Background: an optimization exercise with open tools, aiming at small area and a short achievable clock period. Do not read the settings as production practice. Function was checked by simulation only, so behaviour that the tests miss may differ from the original. Power and IR drop assume default switching activity.

==> yarrow: inputs <==
==> flow/design.v <==
package rv32i_types;
    typedef logic [31:0] rv32i_word;
    typedef enum logic [6:0] {
        op_br  = 7'b1100011,
        op_jal = 7'b1101111
    } rv32i_opcode;
    typedef enum logic [2:0] {
        beq  = 3'b000,
        bne  = 3'b001,
        blt  = 3'b100,
        bge  = 3'b101,
        bltu = 3'b110,
        bgeu = 3'b111
    } branch_funct3_t;
    typedef logic [1:0] counter_t;
    localparam counter_t counter_init = 2'b01;  
    typedef union packed {
        struct packed {
            logic           imm12;
            logic [5:0]     imm10_5;
            logic [4:0]     rs2;
            logic [4:0]     rs1;
            branch_funct3_t funct3;
            logic [3:0]     imm4_1;
            logic           imm11;
            rv32i_opcode    opcode;
        } b_view;
        struct packed {
            logic        imm20;
            logic [9:0]  imm10_1;
            logic        imm11;
            logic [7:0]  imm19_12;
            logic [4:0]  rd;
            rv32i_opcode opcode;
        } j_view;
    } instr_u;
endpackage
module branch_unit (
    input  logic        clk,
    input  logic        rst,
    input  logic        stall_id,
    input  logic        stall_ex,
    input  logic [31:0] fetch_addr,
    input  logic [31:0] pc_id,
    input  logic [31:0] instr_id,
    input  logic [31:0] rs1_val,
    input  logic [31:0] rs2_val,
    output logic        br_take,
    output logic        br_en,
    output logic        mispred,
    output logic        redirect,
    output logic [31:0] target
);
    logic        dec_br;
    logic        dec_jal;
    logic [31:0] imm_b;
    logic [31:0] imm_j;
    logic [31:0] imm_id;
    logic        ex_we;
    assign dec_br  = (instr_id[6:0] == 7'b1100011);
    assign dec_jal = (instr_id[6:0] == 7'b1101111);
    assign imm_b   = {{20{instr_id[31]}}, instr_id[7], instr_id[30:25], instr_id[11:8], 1'b0};
    assign imm_j   = {{12{instr_id[31]}}, instr_id[19:12], instr_id[20], instr_id[30:21], 1'b0};
    assign imm_id  = dec_jal ? imm_j : imm_b;
    assign ex_we   = !stall_ex || rst;
    logic       is_branch;
    logic       is_jal;
    logic [2:0] funct3;
    always_ff @(posedge clk) begin
        if (ex_we) begin
            is_branch <= dec_br & ~rst;
            is_jal    <= dec_jal & ~rst;
            target    <= (pc_id + imm_id) & {32{~rst}};
        end
    end
    always_ff @(posedge clk) begin
        if (!stall_ex) funct3 <= instr_id[14:12];
    end
    logic [31:0] cmp_lt [6];
    logic [31:0] cmp_gt [6];
    assign cmp_lt[0] = {1'b0, ~rs1_val[30:0] & rs2_val[30:0]};
    assign cmp_gt[0] = {1'b0, rs1_val[30:0] & ~rs2_val[30:0]};
    for (genvar l = 1; l < 6; l++) begin : g_cmp
        for (genvar j = 0; j < (32 >> l); j++) begin : g_node
            assign cmp_lt[l][j] = cmp_lt[l-1][2*j+1] | (~cmp_gt[l-1][2*j+1] & cmp_lt[l-1][2*j]);
            assign cmp_gt[l][j] = cmp_gt[l-1][2*j+1] | (~cmp_lt[l-1][2*j+1] & cmp_gt[l-1][2*j]);
        end
        assign cmp_lt[l][31:(32 >> l)] = '0;
        assign cmp_gt[l][31:(32 >> l)] = '0;
    end
    logic lo_lt, lo_gt, hi_lt, hi_gt, eq, lt, ltu, cond, update;
    assign lo_lt = cmp_lt[5][0];
    assign lo_gt = cmp_gt[5][0];
    assign hi_lt = ~rs1_val[31] & rs2_val[31];
    assign hi_gt = rs1_val[31] & ~rs2_val[31];
    assign eq    = ~(hi_lt | hi_gt | lo_lt | lo_gt);
    assign ltu   = hi_lt | (~hi_gt & lo_lt);
    assign lt    = hi_gt | (~hi_lt & lo_lt);
    always_comb begin
        case (funct3)
            3'b000:  cond = eq;
            3'b001:  cond = !eq;
            3'b100:  cond = lt;
            3'b101:  cond = !lt;
            3'b110:  cond = ltu;
            3'b111:  cond = !ltu;
            default: cond = 1'b0;
        endcase
    end
    assign br_en  = is_jal | (is_branch & cond);
    assign update = is_branch & ~stall_ex;
    logic [3:0] ghr;
    logic [1:0] gpht [16];
    logic [3:0] lht  [32];
    logic [1:0] lpht [16];
    logic [1:0] cht  [32];
    logic [4:0] id_row,  ex_row;
    logic [3:0] id_gidx, ex_gidx;
    logic [1:0] id_gctr, ex_gctr;
    logic [3:0] id_hist, ex_hist;
    logic [1:0] id_lctr, ex_lctr;
    logic [1:0] id_ch,   ex_ch;
    function automatic logic [1:0] sat(input logic [1:0] c, input logic up);
        if (up) sat = (c == 2'b11) ? c : c + 2'b01;
        else    sat = (c == 2'b00) ? c : c - 2'b01;
    endfunction
    logic [1:0] gnxt, lnxt, chnxt;
    logic [3:0] hnxt, ghr_nxt;
    assign gnxt    = sat(ex_gctr, cond);
    assign lnxt    = sat(ex_lctr, cond);
    assign hnxt    = {ex_hist[2:0], cond};
    assign ghr_nxt = {ghr[2:0], cond};
    assign chnxt   = (ex_lctr[1] ^ ex_gctr[1]) ? sat(ex_ch, ex_lctr[1] ^ cond) : ex_ch;
    logic [1:0] gpht_wd, lpht_wd, cht_wd;
    logic [3:0] lht_wd, ghr_wd;
    assign gpht_wd = {gnxt[1] & ~rst, gnxt[0] | rst};
    assign lpht_wd = {lnxt[1] & ~rst, lnxt[0] | rst};
    assign cht_wd  = {chnxt[1] & ~rst, chnxt[0] | rst};
    assign lht_wd  = hnxt & {4{~rst}};
    assign ghr_wd  = ghr_nxt & {4{~rst}};
    always_ff @(posedge clk) begin
        if (update || rst) ghr <= ghr_wd;
    end
    for (genvar i = 0; i < 16; i++) begin : g_pht
        always_ff @(posedge clk) begin
            if ((update && ex_gidx == i) || rst) gpht[i] <= gpht_wd;
            if ((update && ex_hist == i) || rst) lpht[i] <= lpht_wd;
        end
    end
    for (genvar i = 0; i < 32; i++) begin : g_row
        always_ff @(posedge clk) begin
            if ((update && ex_row == i) || rst) begin
                lht[i] <= lht_wd;
                cht[i] <= cht_wd;
            end
        end
    end
    logic [4:0]  row;
    logic [31:0] row_oh;
    logic [31:0] lht_col [4];
    logic [31:0] cht_col [2];
    logic [15:0] lp0, lp1;
    logic [3:0]  lh_row;
    logic [1:0]  ch_row;
    assign row = fetch_addr[6:2];
    for (genvar i = 0; i < 32; i++) begin : g_oh
        assign row_oh[i] = (row == i);
        for (genvar k = 0; k < 4; k++) begin : g_l
            assign lht_col[k][i] = lht[i][k];
        end
        assign cht_col[0][i] = cht[i][0];
        assign cht_col[1][i] = cht[i][1];
    end
    for (genvar i = 0; i < 16; i++) begin : g_p1
        assign lp0[i] = lpht[i][0];
        assign lp1[i] = lpht[i][1];
    end
    for (genvar k = 0; k < 4; k++) begin : g_lh
        assign lh_row[k] = |(row_oh & lht_col[k]);
    end
    assign ch_row[0] = |(row_oh & cht_col[0]);
    assign ch_row[1] = |(row_oh & cht_col[1]);
    function automatic logic [15:0] dec16(input logic [3:0] x);
        dec16 = 16'd1 << x;
    endfunction
    logic       row_hit;
    logic [2:0] gi_hi;
    logic [3:0] gidx_if, hist_if, lhb;
    logic [1:0] gctr_if, lctr_if, ch_if;
    logic [1:0] g_lo, g_hi, g_raw, l_row, l_hb, l_raw;
    logic       g_fwd, l_fwd;
    assign row_hit = update && (row == ex_row);
    assign gi_hi   = (update ? ghr[2:0] : ghr[3:1]) ^ row[3:1];
    assign gidx_if = {gi_hi, (update ? cond : ghr[0]) ^ row[0]};
    assign g_lo    = gpht[{gi_hi, 1'b0}];
    assign g_hi    = gpht[{gi_hi, 1'b1}];
    assign g_raw   = gidx_if[0] ? g_hi : g_lo;
    assign g_fwd   = update && (gidx_if == ex_gidx);
    assign gctr_if = g_fwd ? gnxt : g_raw;
    assign lhb     = {ex_hist[2:0], cond};
    assign l_row[0] = |(dec16(lh_row) & lp0);
    assign l_row[1] = |(dec16(lh_row) & lp1);
    assign l_hb    = cond ? lpht[{ex_hist[2:0], 1'b1}] : lpht[{ex_hist[2:0], 1'b0}];
    assign hist_if = row_hit ? lhb : lh_row;
    assign l_raw   = row_hit ? l_hb : l_row;
    assign l_fwd   = update && (row_hit ? (lhb == ex_hist) : (lh_row == ex_hist));
    assign lctr_if = l_fwd ? lnxt : l_raw;
    assign ch_if   = row_hit ? chnxt : ch_row;
    always_ff @(posedge clk) begin
        if (!stall_id || rst) begin
            id_row  <= row     & {5{~rst}};
            id_gidx <= gidx_if & {4{~rst}};
            id_gctr <= gctr_if & {2{~rst}};
            id_hist <= hist_if & {4{~rst}};
            id_lctr <= lctr_if & {2{~rst}};
            id_ch   <= ch_if   & {2{~rst}};
        end
    end
    always_ff @(posedge clk) begin
        if (!stall_ex) begin
            ex_row  <= id_row;
            ex_gidx <= id_gidx;
            ex_gctr <= id_gctr;
            ex_hist <= id_hist;
            ex_lctr <= id_lctr;
            ex_ch   <= id_ch;
        end
    end
    assign br_take = ch_if[1] ? gctr_if[1] : lctr_if[1];
    logic take_ex;
    assign take_ex  = ex_ch[1] ? ex_gctr[1] : ex_lctr[1];
    assign mispred  = update & (take_ex ^ cond);
    assign redirect = mispred | is_jal;
endmodule
==> flow/flow/run.sh <==
#!/bin/bash
# The standard layout, with plain buf_1 cells as the port buffers instead of the
# delay cells buffer_ports picks by default (the resizer sizes them up where the
# timing needs it). Every tool's output goes to a log file in this folder.
set -euo pipefail
export BUFFER_PORTS_ARGS="-buffer_cell sky130_fd_sc_hd__buf_1"
bash standard.sh finish > standard_make.log 2>&1
==> flow/standard.sh <==
#!/bin/bash
# synth_recipe.tcl (not shown) runs the flow's synth.tcl, then flattens the netlist and writes it again
# the make line also repeats each setting of config.mk as NAME=value (left out here)
make -C /OpenROAD-flow-scripts/flow DESIGN_CONFIG=/design/flow/config.mk WORK_HOME=/design/flow/orfs CLKGATE_MAP_FILE= SYNTH_SCRIPT=/design/flow/synth_recipe.tcl "${@:-finish}"
==> flow/config.mk <==
export PLATFORM = sky130hd
export DESIGN_NAME = branch_unit
export DESIGN_NICKNAME = branch_unit
export VERILOG_FILES = /design/flow/design.v
export SDC_FILE = /design/flow/constraint.sdc
export NUM_CORES = 4
export LEC_CHECK = 0
export ABC_AREA = 1
export CAP_MARGIN = 20
export CORE_MARGIN = 2
export CORE_UTILIZATION = 40
export CTS_BUF_LIST = sky130_fd_sc_hd__clkbuf_8
export CTS_CLUSTER_DIAMETER = 60
export CTS_CLUSTER_SIZE = 16
export PLACE_DENSITY = 0.8
export SETUP_SLACK_MARGIN = 4.0
export SLEW_MARGIN = 20
export TNS_END_PERCENT = 0
==> flow/constraint.sdc <==
create_clock -name core_clock -period 6.5 [get_ports {clk}]
set_input_delay 1.3000 -clock core_clock [delete_from_list [all_inputs] [get_ports {clk}]]
set_output_delay 1.3000 -clock core_clock [all_outputs]
set_load 0.01 [all_outputs]
==> xenon: changes against yarrow <==
==> flow/design.v, changed modules only <==
module branch_unit (
    input  logic        clk,
    input  logic        rst,
    input  logic        stall_id,
    input  logic        stall_ex,
    input  logic [31:0] fetch_addr,
    input  logic [31:0] pc_id,
    input  logic [31:0] instr_id,
    input  logic [31:0] rs1_val,
    input  logic [31:0] rs2_val,
    output logic        br_take,
    output logic        br_en,
    output logic        mispred,
    output logic        redirect,
    output logic [31:0] target
);
    logic        dec_br;
    logic        dec_jal;
    logic [31:0] imm_b;
    logic [31:0] imm_j;
    logic [31:0] imm_id;
    logic        ex_we;
    assign dec_br  = (instr_id[6:0] == 7'b1100011);
    assign dec_jal = (instr_id[6:0] == 7'b1101111);
    assign imm_b   = {{20{instr_id[31]}}, instr_id[7], instr_id[30:25], instr_id[11:8], 1'b0};
    assign imm_j   = {{12{instr_id[31]}}, instr_id[19:12], instr_id[20], instr_id[30:21], 1'b0};
    assign imm_id  = dec_jal ? imm_j : imm_b;
    assign ex_we   = !stall_ex || rst;
    logic       is_branch;
    logic       is_jal;
    logic [2:0] funct3;
    always_ff @(posedge clk) begin
        if (ex_we) begin
            is_branch <= dec_br & ~rst;
            is_jal    <= dec_jal & ~rst;
            funct3    <= instr_id[14:12] & {3{~rst}};
            target    <= (pc_id + imm_id) & {32{~rst}};
        end
    end
    logic [31:0] cmp_lt [6];
    logic [31:0] cmp_eq [6];
    assign cmp_lt[0] = {1'b0, ~rs1_val[30:0] & rs2_val[30:0]};
    assign cmp_eq[0] = {1'b1, ~(rs1_val[30:0] ^ rs2_val[30:0])};
    for (genvar l = 1; l < 6; l++) begin : g_cmp
        for (genvar j = 0; j < (32 >> l); j++) begin : g_node
            assign cmp_lt[l][j] = cmp_lt[l-1][2*j+1] | (cmp_eq[l-1][2*j+1] & cmp_lt[l-1][2*j]);
            assign cmp_eq[l][j] = cmp_eq[l-1][2*j+1] & cmp_eq[l-1][2*j];
        end
        assign cmp_lt[l][31:(32 >> l)] = '0;
        assign cmp_eq[l][31:(32 >> l)] = '0;
    end
    logic eq31, eq, lt, ltu, cond, update;
    assign eq31 = ~(rs1_val[31] ^ rs2_val[31]);
    assign eq   = eq31 & cmp_eq[5][0];
    assign ltu  = (~rs1_val[31] & rs2_val[31]) | (eq31 & cmp_lt[5][0]);
    assign lt   = (rs1_val[31] & ~rs2_val[31]) | (eq31 & cmp_lt[5][0]);
    always_comb begin
        case (funct3)
            3'b000:  cond = eq;
            3'b001:  cond = !eq;
            3'b100:  cond = lt;
            3'b101:  cond = !lt;
            3'b110:  cond = ltu;
            3'b111:  cond = !ltu;
            default: cond = 1'b0;
        endcase
    end
    assign br_en  = is_jal | (is_branch & cond);
    assign update = is_branch & ~stall_ex;
    logic [3:0] ghr;
    logic [1:0] gpht [16];
    logic [3:0] lht  [32];
    logic [1:0] lpht [16];
    logic [1:0] cht  [32];
    logic [4:0] id_row,  ex_row;
    logic [3:0] id_gidx, ex_gidx;
    logic [1:0] id_gctr, ex_gctr;
    logic [3:0] id_hist, ex_hist;
    logic [1:0] id_lctr, ex_lctr;
    logic [1:0] id_ch,   ex_ch;
    function automatic logic [1:0] sat(input logic [1:0] c, input logic up);
        if (up) sat = (c == 2'b11) ? c : c + 2'b01;
        else    sat = (c == 2'b00) ? c : c - 2'b01;
    endfunction
    logic [1:0] gnxt, lnxt, chnxt;
    logic [3:0] hnxt, ghr_nxt;
    assign gnxt    = sat(ex_gctr, cond);
    assign lnxt    = sat(ex_lctr, cond);
    assign hnxt    = {ex_hist[2:0], cond};
    assign ghr_nxt = {ghr[2:0], cond};
    assign chnxt   = (ex_lctr[1] ^ ex_gctr[1]) ? sat(ex_ch, ex_lctr[1] ^ cond) : ex_ch;
    logic [1:0] gpht_wd, lpht_wd, cht_wd;
    logic [3:0] lht_wd, ghr_wd;
    assign gpht_wd = {gnxt[1] & ~rst, gnxt[0] | rst};
    assign lpht_wd = {lnxt[1] & ~rst, lnxt[0] | rst};
    assign cht_wd  = {chnxt[1] & ~rst, chnxt[0] | rst};
    assign lht_wd  = hnxt & {4{~rst}};
    assign ghr_wd  = ghr_nxt & {4{~rst}};
    always_ff @(posedge clk) begin
        if (update || rst) ghr <= ghr_wd;
    end
    for (genvar i = 0; i < 16; i++) begin : g_pht
        always_ff @(posedge clk) begin
            if ((update && ex_gidx == i) || rst) gpht[i] <= gpht_wd;
            if ((update && ex_hist == i) || rst) lpht[i] <= lpht_wd;
        end
    end
    for (genvar i = 0; i < 32; i++) begin : g_row
        always_ff @(posedge clk) begin
            if ((update && ex_row == i) || rst) begin
                lht[i] <= lht_wd;
                cht[i] <= cht_wd;
            end
        end
    end
    logic [4:0]  row;
    logic [31:0] row_oh;
    logic [31:0] lht_col [4];
    logic [31:0] cht_col [2];
    logic [15:0] gp1, lp1;
    logic [3:0]  lh_row;
    logic [1:0]  ch_row;
    assign row = fetch_addr[6:2];
    for (genvar i = 0; i < 32; i++) begin : g_oh
        assign row_oh[i] = (row == i);
        for (genvar k = 0; k < 4; k++) begin : g_l
            assign lht_col[k][i] = lht[i][k];
        end
        assign cht_col[0][i] = cht[i][0];
        assign cht_col[1][i] = cht[i][1];
    end
    for (genvar i = 0; i < 16; i++) begin : g_p1
        assign gp1[i] = gpht[i][1];
        assign lp1[i] = lpht[i][1];
    end
    for (genvar k = 0; k < 4; k++) begin : g_lh
        assign lh_row[k] = |(row_oh & lht_col[k]);
    end
    assign ch_row[0] = |(row_oh & cht_col[0]);
    assign ch_row[1] = |(row_oh & cht_col[1]);
    function automatic logic [15:0] dec16(input logic [3:0] x);
        dec16 = 16'd1 << x;
    endfunction
    logic       row_match;
    logic       row_hit;
    logic [3:0] gidx_if, hist_if;
    logic [1:0] gctr_if, lctr_if, ch_if;
    assign row_match = (row == ex_row);
    assign row_hit   = update && row_match;
    assign gidx_if   = (update ? ghr_nxt : ghr) ^ row[3:0];
    assign gctr_if   = (update && gidx_if == ex_gidx) ? gnxt : gpht[gidx_if];
    assign hist_if   = row_hit ? hnxt : lh_row;
    assign lctr_if   = (update && hist_if == ex_hist) ? lnxt : lpht[hist_if];
    assign ch_if     = row_hit ? chnxt : ch_row;
    always_ff @(posedge clk) begin
        if (!stall_id || rst) begin
            id_row  <= row     & {5{~rst}};
            id_gidx <= gidx_if & {4{~rst}};
            id_gctr <= gctr_if & {2{~rst}};
            id_hist <= hist_if & {4{~rst}};
            id_lctr <= lctr_if & {2{~rst}};
            id_ch   <= ch_if   & {2{~rst}};
        end
        if (ex_we) begin
            ex_row  <= id_row  & {5{~rst}};
            ex_gidx <= id_gidx & {4{~rst}};
            ex_gctr <= id_gctr & {2{~rst}};
            ex_hist <= id_hist & {4{~rst}};
            ex_lctr <= id_lctr & {2{~rst}};
            ex_ch   <= id_ch   & {2{~rst}};
        end
    end
    logic       t_none;
    logic [1:0] t_upd;
    logic       l_row;
    logic       lh_row_hit;
    assign l_row      = |(dec16(lh_row) & lp1);
    assign lh_row_hit = (lh_row == ex_hist);
    assign t_none     = ch_row[1] ? |(dec16(ghr ^ row[3:0]) & gp1) : l_row;
    for (genvar b = 0; b < 2; b++) begin : g_upd
        logic [3:0] gi;
        logic [3:0] hb;
        logic       g_nxt1, l_nxt1, ch_nxt1;
        logic       g_t, l_t, ch_t;
        assign g_nxt1  = b ? (ex_gctr[1] | ex_gctr[0]) : (ex_gctr[1] & ex_gctr[0]);
        assign l_nxt1  = b ? (ex_lctr[1] | ex_lctr[0]) : (ex_lctr[1] & ex_lctr[0]);
        assign ch_nxt1 = (ex_lctr[1] ^ ex_gctr[1])
                       ? (((ex_lctr[1] ^ b[0]) ? (ex_ch[1] | ex_ch[0]) : (ex_ch[1] & ex_ch[0])))
                       : ex_ch[1];
        assign gi      = {ghr[2:0], b[0]} ^ row[3:0];
        assign hb      = {ex_hist[2:0], b[0]};
        assign g_t     = (gi == ex_gidx) ? g_nxt1 : |(dec16(gi) & gp1);
        assign l_t     = row_match
                       ? ((hb == ex_hist) ? l_nxt1 : lp1[hb])
                       : (lh_row_hit ? l_nxt1 : l_row);
        assign ch_t    = row_match ? ch_nxt1 : ch_row[1];
        assign t_upd[b] = ch_t ? g_t : l_t;
    end
    assign br_take = update ? t_upd[cond] : t_none;
    logic take_ex;
    assign take_ex  = ex_ch[1] ? ex_gctr[1] : ex_lctr[1];
    assign mispred  = update & (take_ex ^ cond);
    assign redirect = mispred | is_jal;
endmodule
==> flow/run.sh (new file) <==
#!/bin/bash
# synth_recipe.tcl (not shown) runs the flow's synth.tcl, then flattens the netlist and writes it again
# the make line also repeats each setting of config.mk as NAME=value (left out here)
make -C /OpenROAD-flow-scripts/flow DESIGN_CONFIG=/design/flow/config.mk WORK_HOME=/design/flow/orfs CLKGATE_MAP_FILE= SYNTH_SCRIPT=/design/flow/synth_recipe.tcl finish
Settings changed: ABC_AREA 1 to unset, CTS_BUF_LIST sky130_fd_sc_hd__clkbuf_8 to unset, CTS_CLUSTER_DIAMETER 60 to unset, CTS_CLUSTER_SIZE 16 to unset, PLACE_DENSITY 0.8 to unset, SETUP_SLACK_MARGIN 4.0 to 1.0.
removed: flow/flow/run.sh
removed: flow/standard.sh
==> qor summary <==
| item | yarrow | xenon |
|---|---|---|
| Worst IR Drop VDD | 168 uV | 160 uV |
| Share of the synthesized area in the top cell type | 58.5% | 54.5% |
| FP Rows | 75 | 78 |
| Height of the chip | 211 um | 219 um |
| Total die area | 44700 um^2 | 47900 um^2 |
| Post-route clock skew | 0.0457 ns | 0.0253 ns |
| Register fraction of the total cell area | 50.1% | 43.5% |
| Outcome | timing/DRC/antenna clean | timing/DRC/antenna clean |
| Number of distinct library cell variants in the gate-level netlist after synthesis | 66 | 102 |
| Met2 Usage GRT | 35.2% | 36.2% |
| Leading cell type in the layout, fill and taps excluded | nand2_1 | edfxtp_1 |
| Post-cts sizing count | 92 | 45 |
| Initial antenna violation count | 0 | 1 |
| Root buffer selected by CTS | clkbuf_8 | clkbuf_16 |
| Netlist Area Pre-Place | 17200 um^2 | 18500 um^2 |
| Xor-xnor portion of the synthesized cell area | 0.807% | 2.98% |
| Power in combinational cells | 987 uW | 1250 uW |
| Hold EP | ex_row[4] | ex_lctr[0] |
| Slew margin rel. | 19.0% | 13.6% |
| Die width | 211 um | 219 um |
| Share of synthesized cell area in full adder, half adder and majority cells | 2.44% | 4.76% |
| Transition time at the pin with the least slew margin | 1.18 ns | 1.28 ns |
| Clock buffer instance count of the final layout | 29 | 44 |

==> what the ideal ports hide <==
How much do the figures lean on ideal ports? The routed layouts below were timed once more, with nothing changed but the port constraints.
Step 1 sets driving cells, clkbuf_16 on the clock port and buf_2 on the other inputs (assumed; they add their load-dependent delay and slew).
Step 2 moves the port delays by t, midway between the first and last clock arrival at a register: inputs arrive t later, outputs are due t later. That takes back most of the time a late clock gives input paths.
Three values: no drivers, after step 1, after step 2; two values: the first two.
run | t, ns | setup slack, ns | worst setup path after step 2 | latest minus earliest clock arrival (ns) | slew at the worst register clock pin (ns)
yarrow | 0.682 | 1.359 / 1.272 / 1.134 | input to register | 0.057 / 0.057 | 0.11 / 0.11
xenon | 0.595 | 0.884 / 0.833 / 0.611 | input to register | 0.026 / 0.026 | 0.06 / 0.06
After both steps setup and hold are still met in every run listed. The setup slack of xenon, which loses most, moves by -0.051 ns with the drivers and by -0.273 ns with both steps.
